Background: an optimization exercise with open tools, aiming at small area. Do not read the settings as production practice.
Function was checked by simulation only, so behaviour that the tests miss may differ from the original.

==> flow/design.v, too long to show whole: its modules and the start of the top module <==
// module voice_registers: 41 lines
// module unit_registers: 69 lines
// module voice_generator: 80 lines
// module sample_fifo: 52 lines
// module voice_mixer: 3292 lines
// module synth_unit: 56 lines
module synth_unit (
    input  logic clk_i,
    input  logic rst_n_i,
    input  logic reg_write_i,
    input  logic [11:0] reg_write_addr_i,
    input  logic [31:0] reg_write_data_i,
    input  logic [3:0] reg_write_strobe_i,
    input  logic reg_read_i,
    input  logic [11:0] reg_read_addr_i,
    output logic [31:0] read_data_o,
    output logic [15:0] sample_o,
    output logic sample_valid_o,
    input  logic sample_ready_i
);
  // ...
==> flow/run.sh <==
#!/bin/bash
# synth_recipe.tcl (not shown) runs the flow's synth.tcl, then flattens the netlist and writes it again
# the make line also repeats each setting of config.mk as NAME=value (left out here)
make -C /OpenROAD-flow-scripts/flow DESIGN_CONFIG=/design/flow/config.mk WORK_HOME=/design/flow/orfs CLKGATE_MAP_FILE= SYNTH_SCRIPT=/design/flow/synth_recipe.tcl finish
==> flow/config.mk <==
export PLATFORM = sky130hd
export DESIGN_NAME = synth_unit
export DESIGN_NICKNAME = synth_unit
export VERILOG_FILES = /design/flow/design.v
export SDC_FILE = /design/flow/constraint.sdc
export NUM_CORES = 4
export LEC_CHECK = 0
export ABC_AREA = 1
export CAP_MARGIN = 20
export CORE_MARGIN = 2
export CORE_UTILIZATION = 40
export PLACE_DENSITY = 0.6
export SLEW_MARGIN = 20
==> flow/constraint.sdc <==
create_clock -name core_clock -period 13.0 [get_ports {clk_i}]
set_input_delay 2.6000 -clock core_clock [delete_from_list [all_inputs] [get_ports {clk_i}]]
set_output_delay 2.6000 -clock core_clock [all_outputs]
set_load 0.01 [all_outputs]
==> reports/qor.txt, run 1 <==
commonest non-fill, non-tap cell in the layout: inv_1
met3 Usage GRT: 4.48%
CP most frequent cell: fa_1
setup TNS: 0 ns
adder-cell area share of the yosys netlist: 28.2%
Final Wtd Congestion: 0.973
most frequent cells in the layout: 701 x inv_1, 543 x fa_1, 499 x o22ai_1
Slew headroom: 21.4%
post-synthesis compound-gate area fraction: 13.9%
CTS tree: yes
area of the multi-input gates: 31700 µm²
Area-dominant class: multi-input combinational cells
Post-synth EDFFs: 397
DRT iter0 DRCs: 4316
top flop regs: u_fifo.mem (128), u_gen.phase_q (128), u_regs.g_voice.u_voice.inc_q (128)
placed cell count: 6898
initial antenna violation count: 2
die area: 129000 µm²
Num CTS Buffers: 54
dpl hpwl: 128000 µm
sequential cell count: 541
CP startpoint: u_regs.g_voice[2].u_voice.inc_q[0]
port buffer count: 113
Reg2Reg Depth: 37
Post-Synth Simple-Gate Area: 8.84%
Worst-Skew Late Latency: 0.66 ns
unrepaired setup endpoints after global routing: no
global-route wire length before repair: 252000 µm
post_cts resized: 0
Top delay family on crit path: adder cells
row cnt: 130
deepest clock path buffer count: 3
share of the synthesized area in the top cell type: 23.6%
fin area: 55400 µm²
Gate Count Post-Synth: 5270
aggregate global-route resource usage: 25.6%
reg-to-reg endpoint: u_gen.phase_q[2][31]
clock buf count: 69
type of origin of the critical path: flip-flop
final period utilization: 95.6%
outcome: complete, no violations
==> module voice_generator, before the edit <==
module voice_generator #(
    parameter int NUM_VOICES = 4
) (
    input  logic clk_i,
    input  logic rst_n_i,
    input  logic [NUM_VOICES-1:0] cfg_enable_i,
    input  logic [2*NUM_VOICES-1:0] cfg_wave_sel_i,
    input  logic [32*NUM_VOICES-1:0] cfg_increment_i,
    input  logic [16*NUM_VOICES-1:0] cfg_gain_i,
    input  logic [NUM_VOICES-1:0] voice_start_i,
    input  logic [31:0] duty_i,
    input  logic run_i,
    output logic [15:0] sample_o,
    output logic sample_valid_o,
    input  logic sample_ready_i
);
    localparam int RIPPLE = 24;  
    logic [31:0] phase_q [NUM_VOICES];
    logic [31:0] phase_sum [NUM_VOICES];
    logic [31:0] phase_next [NUM_VOICES];
    logic [NUM_VOICES-1:0] flip;  
    logic [16*NUM_VOICES-1:0] shaped;
    logic [15:0] mixed, slot_q;
    logic valid_q;
    logic load;
    assign load = run_i && (!valid_q || sample_ready_i);
    for (genvar v = 0; v < NUM_VOICES; v++) begin : g_add
        logic [31:0] a, b;
        logic [RIPPLE:0] c;
        logic [32:RIPPLE] c0, c1;
        assign a = phase_q[v];
        assign b = cfg_increment_i[32*v +: 32];
        assign c[0] = 1'b0;
        for (genvar i = 0; i < RIPPLE; i++) begin : g_lo
            assign phase_sum[v][i] = a[i] ^ b[i] ^ c[i];
            assign c[i+1] = (a[i] & b[i]) | (a[i] & c[i]) | (b[i] & c[i]);
        end
        assign c0[RIPPLE] = 1'b0;
        assign c1[RIPPLE] = 1'b1;
        for (genvar i = RIPPLE; i < 32; i++) begin : g_hi
            assign phase_sum[v][i] = c[RIPPLE] ? (a[i] ^ b[i] ^ c1[i]) : (a[i] ^ b[i] ^ c0[i]);
            assign c0[i+1] = (a[i] & b[i]) | (a[i] & c0[i]) | (b[i] & c0[i]);
            assign c1[i+1] = (a[i] & b[i]) | (a[i] & c1[i]) | (b[i] & c1[i]);
        end
    end
    always_comb begin
        for (int v = 0; v < NUM_VOICES; v++) begin
            if (!cfg_enable_i[v]) shaped[16*v +: 16] = '0;
            else if (cfg_wave_sel_i[2*v +: 2] == 2'd0) shaped[16*v +: 16] = phase_q[v][31:16];
            else shaped[16*v +: 16] = 16'h7FFF;
            flip[v] = cfg_enable_i[v] && cfg_wave_sel_i[2*v +: 2] != 2'd0 && !(phase_q[v] < duty_i);
        end
    end
    voice_mixer #(.NUM_VOICES(NUM_VOICES)) u_mix (
        .samples_i (shaped), .gains_i (cfg_gain_i), .flip_i (flip), .sample_o (mixed)
    );
    always_comb begin
        for (int v = 0; v < NUM_VOICES; v++) begin
            if (!rst_n_i || voice_start_i[v]) phase_next[v] = '0;
            else if (load && cfg_enable_i[v]) phase_next[v] = phase_sum[v];
            else phase_next[v] = phase_q[v];
        end
    end
    always_ff @(posedge clk_i) begin
        for (int v = 0; v < NUM_VOICES; v++) phase_q[v] <= phase_next[v];
    end
    always_ff @(posedge clk_i) begin
        if (!rst_n_i) begin
            valid_q <= 1'b0;
        end else begin
            if (load) valid_q <= 1'b1;
            else if (sample_ready_i) valid_q <= 1'b0;
        end
    end
    always_ff @(posedge clk_i) begin
        if (load) slot_q <= mixed;
    end
    assign sample_o = slot_q;
    assign sample_valid_o = valid_q;
endmodule
==> run 2: changes to the inputs <==
--- a/flow/design.v
+++ b/flow/design.v
@@ -132,7 +132,7 @@
     output logic sample_valid_o,
     input  logic sample_ready_i
 );
-    localparam int RIPPLE = 24;  
+    localparam int RIPPLE = 20;  
     logic [31:0] phase_q [NUM_VOICES];
     logic [31:0] phase_sum [NUM_VOICES];
     logic [31:0] phase_next [NUM_VOICES];
@@ -146,6 +146,7 @@
         logic [31:0] a, b;
         logic [RIPPLE:0] c;
         logic [32:RIPPLE] c0, c1;
+        logic [31:RIPPLE] s0, s1;
         assign a = phase_q[v];
         assign b = cfg_increment_i[32*v +: 32];
         assign c[0] = 1'b0;
@@ -156,10 +157,12 @@
         assign c0[RIPPLE] = 1'b0;
         assign c1[RIPPLE] = 1'b1;
         for (genvar i = RIPPLE; i < 32; i++) begin : g_hi
-            assign phase_sum[v][i] = c[RIPPLE] ? (a[i] ^ b[i] ^ c1[i]) : (a[i] ^ b[i] ^ c0[i]);
+            assign s0[i] = a[i] ^ b[i] ^ c0[i];
             assign c0[i+1] = (a[i] & b[i]) | (a[i] & c0[i]) | (b[i] & c0[i]);
+            assign s1[i] = a[i] ^ b[i] ^ c1[i];
             assign c1[i+1] = (a[i] & b[i]) | (a[i] & c1[i]) | (b[i] & c1[i]);
         end
+        assign phase_sum[v][31:RIPPLE] = c[RIPPLE] ? s1 : s0;
     end
     always_comb begin
         for (int v = 0; v < NUM_VOICES; v++) begin
==> flow/flow/run.sh (new file) <==
#!/bin/bash
# Own layout flow: the standard flow (standard.sh) with these changes:
# - synthesis: Yosys's synth runs with -noabc, so its quick generic ABC pass
#   does not restructure the RTL's full-adder trees before extract_fa maps them
#   to adder cells; and the final ABC mapping uses ABC's area-oriented mapper
#   (amap) in place of map. Registers, names and flattening are the standard
#   flow's.
# - placement buffers every input and output port with the smallest buffer,
#   sky130_fd_sc_hd__buf_1, instead of the one buffer_ports picks itself.
# Everything else (floorplan, power grid, taps, CTS, routing) is standard.
# make's full output goes to flow_synth.log and flow_make.log here; ORFS's
# per-step logs stay under orfs/logs.
set -euo pipefail
work=$(pwd)
sed 's/yosys synth -nofsm -noshare /yosys synth -nofsm -noshare -noabc /' synth_recipe.tcl > flow_synth.tcl
grep -q -- '-noabc' flow_synth.tcl
sed 's#synth_recipe\.tcl#flow_synth.tcl#g' standard.sh > flow_standard.sh
grep -q 'flow_synth\.tcl' flow_standard.sh
# ORFS's scripts with the area ABC script changed; only synthesis reads it.
rm -rf flow_scripts
cp -r "$FLOW_HOME/scripts" flow_scripts
printf 'strash\ndch\namap\ntopo\nstime -c\nbuffer -c\nupsize -c\ndnsize -c\n' > flow_scripts/abc_area.script
bash flow_standard.sh "SCRIPTS_DIR=$work/flow_scripts" synth > flow_synth.log 2>&1
grep -q 'flow_scripts/abc_area.script' orfs/logs/*/synth_unit/base/1_2_yosys.log
bash flow_standard.sh "BUFFER_PORTS_ARGS=-buffer_cell sky130_fd_sc_hd__buf_1" finish > flow_make.log 2>&1
test -s out/final.def
==> flow/standard.sh (new file) <==
#!/bin/bash
# synth_recipe.tcl (not shown) runs the flow's synth.tcl, then flattens the netlist and writes it again
# the make line also repeats each setting of config.mk as NAME=value (left out here)
make -C /OpenROAD-flow-scripts/flow DESIGN_CONFIG=/design/flow/config.mk WORK_HOME=/design/flow/orfs CLKGATE_MAP_FILE= SYNTH_SCRIPT=/design/flow/synth_recipe.tcl "${@:-finish}"
--- a/flow/config.mk
+++ b/flow/config.mk
@@ -9,5 +9,7 @@
 export CAP_MARGIN = 20
 export CORE_MARGIN = 2
 export CORE_UTILIZATION = 40
+export CTS_CLUSTER_DIAMETER = 150
+export CTS_CLUSTER_SIZE = 20
 export PLACE_DENSITY = 0.6
 export SLEW_MARGIN = 20
removed: flow/run.sh
==> reports/qor.txt, run 2 <==
reg-to-reg endpoint: u_gen.slot_q[8]
crit path buf inv count: 10
worst hold path class: reg -> reg
Post-DRT Antenna Nets: 0
Post-Synth Simple-Gate Area: 9.76% (+0.91 points)
Ports: 114
ANT cells: 0
Post-route DRC: 0
Seq cells post-synth: 541
CP Max Fanout: 10
multiplexer area fraction after synthesis: 0%
share of the synthesized area in the top cell type: 25.0% (+1.4 points)
Slew headroom: 14.8% (-6.6 points)
nets: 5932
MaxCap Viol Count: 0
commonest non-fill, non-tap cell in the layout: o22ai_1
Post-synth EDFFs: 397 (unchanged)
origin of the critical flop-to-flop path: u_regs.duty_q[3]
Reg2Reg Depth: 60 (+62%)
post-synthesis compound-gate area fraction: 24.3% (+10 points)
final period utilization: 96.4% (+0.77 points)
largest family of logic cells by synthesized area: adder cells
Synth area leader: edfxtp_1
die area: 122000 µm² (-5.7%)
outcome: complete, no violations
Syn. warnings: 8
vias in the first global route: 38200
Root Driver: clkbuf_16
HP Start: u_fifo.count[0]
Die Ht: 349 µm
Worst Tran Pin Value: 1.27 ns
top cells by area, synth: edfxtp_1 25%, fa_1 22%, ha_1 7.8%, o22ai_1 7.6%, dfxtp_1 6.0%
core footprint: 118000 µm²
ys async rst share: 0%
row cnt: 126 (-3.1%)
Fill cells: 11200
crit path DAT: 12.87 ns
Yosys cell types: 65
post-layout util: 44.4%
adder-cell area share of the yosys netlist: 30.1% (+2.0 points)
Hold Path End: u_fifo.count[0]
synthesis-to-layout area growth: 10.0%
post-cts hold buffer count: 0
Die X: 349 µm
Hold Path Depth: 1
CP most frequent cell: a21oi_1
endpoint type of the worst setup path: flip-flop
Num CTS Buffers: 34 (-37%)
Critical Path Max Stage Delay: 0.49 ns
Post-DP Area: 50800 µm²
clock-pin slew on the worst setup and hold paths: 0.09 ns
Initial Util: 40.4%
Slew Limit Fails: 0
Final min period: 12.53 ns
worst setup path category: reg -> reg
Max Clk Rate: 79.8 MHz
aggregate global-route resource usage: 27.8% (+2.2 points)
Worst-Skew Late Latency: 0.62 ns (-0.04 ns)
unrepaired setup endpoints after global routing: yes
H-Tree Depth: 2
DRT iter0 DRCs: 4724 (+9.5%)
type of origin of the critical path: flip-flop
Post-Syn Area per Cell: 9.63 µm²
xor and xnor area share after synthesis: 0.0184%
leading cell type by number of instances after synthesis: o22ai_1
pin count of the biggest net entering global routing: 68
R2R setup slack: 0.47 ns
global-route wire length before repair: 254000 µm (+0.65%)
TritonCTS Sinks: 541
Top delay family on crit path: adder cells
Req. time, crit path: 13.34 ns
Final Hold Viols: 0
Final Wtd Congestion: 1.02 (+4.5%)
post-synthesis cell area: 47700 µm²
synth cell count leaders: 577 x o22ai_1, 563 x nor2_1, 531 x fa_1
fin area: 52400 µm² (-5.4%)
deepest clock path buffer count: 3 (unchanged)
DR vias/cell: 6.16
CTS tree: yes
syn nets: 5841
routed via count: 40600
routed len/inst: 26.4 µm
TritonRoute pass-1 iters: 7
dpl hpwl: 133000 µm (+4.4%)
routed wire length: 174000 µm
top flop regs: u_fifo.mem (128), u_gen.phase_q (128), u_regs.g_voice.u_voice.inc_q (128)
predominant post-synthesis flop cell: edfxtp_1
CP max-delay cell: fa_1
Post-Route Skew: 0.0322 ns
sequential share of the synthesized area: 31.1%
most frequent cells in the layout: 559 x o22ai_1, 544 x nor2_1, 530 x fa_1
share of layout cells above drive strength 1: 11.5%
Gate Count Post-Synth: 4947 (-6.1%)
setup violators final: 0
initial antenna violation count: 5 (+3)
gr ovfl total: 0
setup TNS: 0 ns (unchanged)
port buffer count: 113 (unchanged)
[run 2: how the worst max path moves through the flow]
stage	cells past startpoint	slack, ns	start	endpoint
5_1_grt	65	-0.25	u_regs.duty_q[3]	u_gen.slot_q[6]
3_5_place_dp	62	-0.47	u_regs.duty_q[3]	u_gen.slot_q[6]
6_report	60	0.47	u_regs.duty_q[3]	u_gen.slot_q[8]
2_1_floorplan	45	1.75	u_regs.g_voice[1].u_voice.inc_q[0]	u_gen.phase_q[1][31]
3_3_place_gp	58	-0.42	u_regs.duty_q[3]	u_gen.slot_q[4]
4_1_cts	64	0.03	u_regs.duty_q[3]	u_gen.slot_q[8]
[run 2: cell families after synthesis]
group,count (synthesis)
compound gates,1842
simple gates,1135
xor+xnor,1
flops,541
fa+ha+maj,829
buf+inv,599
[run 2: area by class of cell]
type / instances / area [µm²] / area share (%)
timing repair buffer: 396 / 2620 / 5.00
inverter: 254 / 973 / 1.86
timing repair inverter: 1 / 7.51 / 0.0143
multi-input combinational: 3810 / 31100 / 59.3
tap: 1536 / 1920 / 3.66
clock inverter: 6 / 77.6 / 0.148
sequential: 541 / 14800 / 28.2
clock buffer: 50 / 911 / 1.74
[run 2: layer usage]
metal	GRT usage, %	share of wire (%)	vias up
met5	0	0.010	-
met4	10.2	4.4	4
met3	4.60	9.0	330
met2	43.4	44	2054
met1	38.9	42	19800
li1	-	-	18400
[run 2: per-stage QoR]
| stage | hold WS (ns) | cells | setup WS, ns |
|---|---|---|---|
| after floorplan | 0.406 | 4947 | 1.75 |
| after global placement | 0.470 | 6504 | -0.419 |
| after detailed placement | 0.480 | 6505 | -0.470 |
| after CTS | 0.492 | 6561 | 0.0289 |
| after global routing | 0.519 | 6594 | -0.252 |
| final | 0.483 | 6594 | 0.470 |
[run 2: what timing repair did]
action,4_1_cts,5_1_grt
cloned,0,4
pin swaps,0,19
buffers inserted,0,29
gates resized for setup,6,89
endpoints found under the setup margin,16,17

## separate check: timing with driven ports
Ports are ideal in the flow. The routed layouts listed here were re-timed in OpenROAD. Step 1, drivers: a clkbuf_16 drives clk_i and a buf_2 each remaining input, both assumed. Step 2 adds t to the input delays and takes it off the output delays; t is the mean of the earliest and latest rising clock arrival at the registers after step 1. Input paths then give back, and output paths get back, about the clock's delay inside the block. Slacks: ideal ports / drivers / drivers and shift; pairs: ideal ports / drivers.
run | t, ns | setup WS [ns] | worst slew at a driven data input, ns
run 1 | 0.699 | 0.570 / 0.570 / 0.570 | 0.14
run 2 | 0.674 | 0.470 / 0.470 / 0.470 | 0.09
After both steps setup and hold are still met in every run listed.
